This design comes from an exercise in tuning for small area, a short achievable clock period and few clock cycles per item on the open sky130 flow, not from production work.
Only simulation tests tie the RTL to the original design; equivalence was not proved.

==> inputs of xenon <==
==> flow/design.v <==
package lsp_pkg;
	typedef logic [16-1:0] lsp_t;
	typedef logic [$clog2(16)-1:0] lsp_index_t;
	function automatic lsp_t lsp_codebook(input int row, input int entry);
		lsp_codebook = 16'hffff;
		case (row)
			0:
				case (entry)
					0: lsp_codebook = 800;
					1: lsp_codebook = 1000;
					2: lsp_codebook = 1200;
					3: lsp_codebook = 1400;
					4: lsp_codebook = 1600;
					5: lsp_codebook = 1800;
					6: lsp_codebook = 2000;
					7: lsp_codebook = 2200;
					8: lsp_codebook = 2400;
					9: lsp_codebook = 2600;
					10: lsp_codebook = 2800;
					11: lsp_codebook = 3000;
					12: lsp_codebook = 3200;
					13: lsp_codebook = 3400;
					14: lsp_codebook = 3600;
					15: lsp_codebook = 3800;
					default: lsp_codebook = 16'hffff;
				endcase
			1:
				case (entry)
					0: lsp_codebook = 1600;
					1: lsp_codebook = 1900;
					2: lsp_codebook = 2200;
					3: lsp_codebook = 2500;
					4: lsp_codebook = 2800;
					5: lsp_codebook = 3100;
					6: lsp_codebook = 3400;
					7: lsp_codebook = 3700;
					8: lsp_codebook = 4000;
					9: lsp_codebook = 4300;
					10: lsp_codebook = 4600;
					11: lsp_codebook = 4900;
					12: lsp_codebook = 5200;
					13: lsp_codebook = 5500;
					14: lsp_codebook = 5800;
					15: lsp_codebook = 6100;
					default: lsp_codebook = 16'hffff;
				endcase
			2:
				case (entry)
					0: lsp_codebook = 3000;
					1: lsp_codebook = 3400;
					2: lsp_codebook = 3800;
					3: lsp_codebook = 4200;
					4: lsp_codebook = 4600;
					5: lsp_codebook = 5000;
					6: lsp_codebook = 5400;
					7: lsp_codebook = 5800;
					8: lsp_codebook = 6200;
					9: lsp_codebook = 6600;
					10: lsp_codebook = 7000;
					11: lsp_codebook = 7400;
					12: lsp_codebook = 7800;
					13: lsp_codebook = 8200;
					14: lsp_codebook = 8600;
					15: lsp_codebook = 9000;
					default: lsp_codebook = 16'hffff;
				endcase
			3:
				case (entry)
					0: lsp_codebook = 4000;
					1: lsp_codebook = 4500;
					2: lsp_codebook = 5000;
					3: lsp_codebook = 5500;
					4: lsp_codebook = 6000;
					5: lsp_codebook = 6500;
					6: lsp_codebook = 7000;
					7: lsp_codebook = 7500;
					8: lsp_codebook = 8000;
					9: lsp_codebook = 8500;
					10: lsp_codebook = 9000;
					11: lsp_codebook = 9500;
					12: lsp_codebook = 10000;
					13: lsp_codebook = 10500;
					14: lsp_codebook = 11000;
					15: lsp_codebook = 11500;
					default: lsp_codebook = 16'hffff;
				endcase
			4:
				case (entry)
					0: lsp_codebook = 6000;
					1: lsp_codebook = 6600;
					2: lsp_codebook = 7200;
					3: lsp_codebook = 7800;
					4: lsp_codebook = 8400;
					5: lsp_codebook = 9000;
					6: lsp_codebook = 9600;
					7: lsp_codebook = 10200;
					8: lsp_codebook = 10800;
					9: lsp_codebook = 11400;
					10: lsp_codebook = 12000;
					11: lsp_codebook = 12600;
					12: lsp_codebook = 13200;
					13: lsp_codebook = 13800;
					14: lsp_codebook = 14400;
					15: lsp_codebook = 15000;
					default: lsp_codebook = 16'hffff;
				endcase
			5:
				case (entry)
					0: lsp_codebook = 8000;
					1: lsp_codebook = 8700;
					2: lsp_codebook = 9400;
					3: lsp_codebook = 10100;
					4: lsp_codebook = 10800;
					5: lsp_codebook = 11500;
					6: lsp_codebook = 12200;
					7: lsp_codebook = 12900;
					8: lsp_codebook = 13600;
					9: lsp_codebook = 14300;
					10: lsp_codebook = 15000;
					11: lsp_codebook = 15700;
					12: lsp_codebook = 16400;
					13: lsp_codebook = 17100;
					14: lsp_codebook = 17800;
					15: lsp_codebook = 18500;
					default: lsp_codebook = 16'hffff;
				endcase
			6:
				case (entry)
					0: lsp_codebook = 10000;
					1: lsp_codebook = 10800;
					2: lsp_codebook = 11600;
					3: lsp_codebook = 12400;
					4: lsp_codebook = 13200;
					5: lsp_codebook = 14000;
					6: lsp_codebook = 14800;
					7: lsp_codebook = 15600;
					8: lsp_codebook = 16400;
					9: lsp_codebook = 17200;
					10: lsp_codebook = 18000;
					11: lsp_codebook = 18800;
					12: lsp_codebook = 19600;
					13: lsp_codebook = 20400;
					14: lsp_codebook = 21200;
					15: lsp_codebook = 22000;
					default: lsp_codebook = 16'hffff;
				endcase
			7:
				case (entry)
					0: lsp_codebook = 14000;
					1: lsp_codebook = 15200;
					2: lsp_codebook = 16400;
					3: lsp_codebook = 17600;
					4: lsp_codebook = 18800;
					5: lsp_codebook = 20000;
					6: lsp_codebook = 21200;
					7: lsp_codebook = 22400;
					default: lsp_codebook = 16'hffff;
				endcase
			8:
				case (entry)
					0: lsp_codebook = 18000;
					1: lsp_codebook = 19500;
					2: lsp_codebook = 21000;
					3: lsp_codebook = 22500;
					4: lsp_codebook = 24000;
					5: lsp_codebook = 25500;
					6: lsp_codebook = 27000;
					7: lsp_codebook = 28500;
					default: lsp_codebook = 16'hffff;
				endcase
			9:
				case (entry)
					0: lsp_codebook = 24000;
					1: lsp_codebook = 28000;
					2: lsp_codebook = 32000;
					3: lsp_codebook = 36000;
					default: lsp_codebook = 16'hffff;
				endcase
			default: lsp_codebook = 16'hffff;
		endcase
	endfunction
	function automatic int lsp_cb_size(input int row);
		if (row < 7)
			lsp_cb_size = 16;
		else if (row < 9)
			lsp_cb_size = 8;
		else
			lsp_cb_size = 4;
	endfunction
	function automatic int lsp_index_bits(input int row);
		if (row < 7)
			lsp_index_bits = 4;
		else if (row < 9)
			lsp_index_bits = 3;
		else
			lsp_index_bits = 2;
	endfunction
endpackage
package frame_pkg;
	typedef enum logic [1:0]
	{
		IDLE,
		QUANT,
		DONE
	} enc_state_t;
	typedef logic [48-1:0] frame_bits_t;
	typedef logic [8-1:0] woe_index_t;
endpackage
module lsp_scalar_quantizer
#(
	parameter int unsigned lane_num = 0
)
(
	input  lsp_pkg::lsp_t value,
	output lsp_pkg::lsp_index_t gray
);
	localparam int unsigned entries = lsp_pkg::lsp_cb_size(lane_num);
	localparam int unsigned bits = lsp_pkg::lsp_index_bits(lane_num);
	logic [entries:0] t;
	always_comb
	begin
		t[0] = 1'b1;
		t[entries] = 1'b0;
		for (int k = 1; k < entries; k++)
			t[k] = ({1'b0, value} > (({1'b0, lsp_pkg::lsp_codebook(lane_num, k - 1)} +
				{1'b0, lsp_pkg::lsp_codebook(lane_num, k)}) >> 1));
	end
	always_comb
	begin
		gray = '0;
		for (int j = 0; j < bits - 1; j++)
			for (int r = 0; r < entries; r += (4 << j))
				gray[j] = gray[j] | (t[r + (1 << j)] & ~t[r + 3 * (1 << j)]);
		gray[bits - 1] = t[1 << (bits - 1)];
	end
endmodule
module frame_packer
(
	input  logic [10*16-1:0] lsp_in,
	input  logic voiced_first,
	input  logic voiced_second,
	input  frame_pkg::woe_index_t woe_index,
	output frame_pkg::frame_bits_t frame_word
);
	localparam int iw = $clog2(16);
	logic [10*iw-1:0] lane_gray;
	for (genvar g = 0; g < 10; g++)
	begin : g_lane
		lsp_scalar_quantizer #(.lane_num(g)) u_quant
		(
			.value (lsp_in[g*16 +: 16]),
			.gray (lane_gray[g*iw +: iw])
		);
	end
	always_comb
	begin
		int pos;
		frame_word = '0;
		frame_word[48-1] = voiced_first;
		frame_word[48-2] = voiced_second;
		frame_word[48-3 -: 8] = woe_index ^ (woe_index >> 1);
		pos = 48 - 2 - 8;
		for (int l = 0; l < 10; l++)
		begin
			pos = pos - lsp_pkg::lsp_index_bits(l);
			for (int b = 0; b < lsp_pkg::lsp_index_bits(l); b++)
				frame_word[pos + b] = lane_gray[l*iw + b];
		end
	end
endmodule
module codec2_frame_encoder
(
	input  logic clk,
	input  logic rst,
	input  logic start,
	input  logic [10*16-1:0] lsp_in,
	input  logic voiced_first,
	input  logic voiced_second,
	input  frame_pkg::woe_index_t woe_index,
	output frame_pkg::frame_bits_t encoded_bits,
	output logic done_frame
);
	logic busy;
	logic accept;
	frame_pkg::frame_bits_t frame_word;
	frame_pkg::frame_bits_t word_q;
	assign accept = start && !busy;
	frame_packer u_packer
	(
		.lsp_in (lsp_in),
		.voiced_first (voiced_first),
		.voiced_second (voiced_second),
		.woe_index (woe_index),
		.frame_word (frame_word)
	);
	always_ff @(posedge clk or negedge rst)
	begin
		if (!rst)
		begin
			busy <= 1'b0;
			done_frame <= 1'b0;
			word_q <= '0;
		end
		else
		begin
			busy <= accept;
			if (accept)
				done_frame <= 1'b1;
			if (accept)
				word_q <= frame_word;
		end
	end
	assign encoded_bits = word_q;
endmodule
==> flow/run.sh <==
#!/bin/bash
# synth_recipe.tcl (not shown) runs the flow's synth.tcl, then flattens the netlist and writes it again
# the make line also repeats each setting of config.mk as NAME=value (left out here)
make -C /OpenROAD-flow-scripts/flow DESIGN_CONFIG=/design/flow/config.mk WORK_HOME=/design/flow/orfs CLKGATE_MAP_FILE= SYNTH_SCRIPT=/design/flow/synth_recipe.tcl finish
==> flow/config.mk <==
export PLATFORM = sky130hd
export DESIGN_NAME = codec2_frame_encoder
export DESIGN_NICKNAME = codec2_frame_encoder
export VERILOG_FILES = /design/flow/design.v
export SDC_FILE = /design/flow/constraint.sdc
export NUM_CORES = 4
export LEC_CHECK = 0
export CAP_MARGIN = 20
export CORE_MARGIN = 2
export CORE_UTILIZATION = 40
export SETUP_SLACK_MARGIN = 5
export SLEW_MARGIN = 20
==> flow/constraint.sdc <==
create_clock -name core_clock -period 8.0 [get_ports {clk}]
set_input_delay 1.6000 -clock core_clock [delete_from_list [all_inputs] [get_ports {clk}]]
set_output_delay 1.6000 -clock core_clock [all_outputs]
set_load 0.01 [all_outputs]
==> inputs of onyx, as changes to xenon <==
Settings changed: SETUP_SLACK_MARGIN 5 to default.
==> inputs of delta, as changes to xenon <==
Settings changed: SETUP_SLACK_MARGIN 5 to 3.
==> impl_metrics.env <==
export IMPL_max_stage_delay_ns=0.87
export IMPL_status="complete, no violations"
export IMPL_combPwrFrac=0.454
export IMPL_worstSetupStartpoint="lsp_in[52]"
That was delta.
==> impl_metrics.env <==
export IMPL_max_stage_delay_ns=0.52
export IMPL_n_sequential_cell=48
export IMPL_seq_power_share=0.288
export IMPL_cts_tree="built"
export IMPL_worstSetupStartpoint="lsp_in[96]"
export IMPL_combPwrFrac=0.469
export IMPL_status="complete, no violations"
export IMPL_detail_route_antenna_nets=0
That was xenon.
==> impl_metrics.env <==
export IMPL_status="complete, no violations"
export IMPL_n_all_buffers=222
export IMPL_synth_top_family_by_area="simple AND/OR/NAND/NOR gates"
export IMPL_combPwrFrac=0.454
export IMPL_cts_tree="built"
export IMPL_holdPathStages=2
export IMPL_nClkBuffers=6
export IMPL_worstSetupStartpoint="lsp_in[52]"
export IMPL_max_stage_delay_ns=0.87
That was onyx.
Testbench counts of xenon, summed over its fixed seeds: cycles 776, frames 384.
Testbench counts of onyx, summed over its fixed seeds: cycles 776, frames 384.
Testbench counts of delta, summed over its fixed seeds: cycles 776, frames 384.

-- afterwards: timing with drivers on the ports --
The results above use ideal ports. As a check the final layouts listed here were re-extracted and re-timed, cells and wires unchanged. Step 1: set_driving_cell puts a clkbuf_16 on clk and a buf_2 on each other input, an assumption about the parent block. Step 2 adds t to the input delays and takes it off the output delays; t is the mean of the earliest and latest rising clock arrival at the registers after step 1. Input paths then give back, and output paths get back, about the clock's delay inside the block. Three values: no drivers, after step 1, after step 2; two values: the first two.
| run | t, ns | setup slack, ns | worst register clock-pin slew, ns | cell pins on the clock port's net |
|---|---|---|---|---|
| xenon | 0.339 | 4.780 / 4.800 / 4.462 | 0.07 / 0.07 | 1 |
| onyx | 0.335 | 4.025 / 4.037 / 3.702 | 0.07 / 0.07 | 1 |
| delta | 0.335 | 4.025 / 4.037 / 3.702 | 0.07 / 0.07 | 1 |
After both steps every run listed still meets setup and hold.
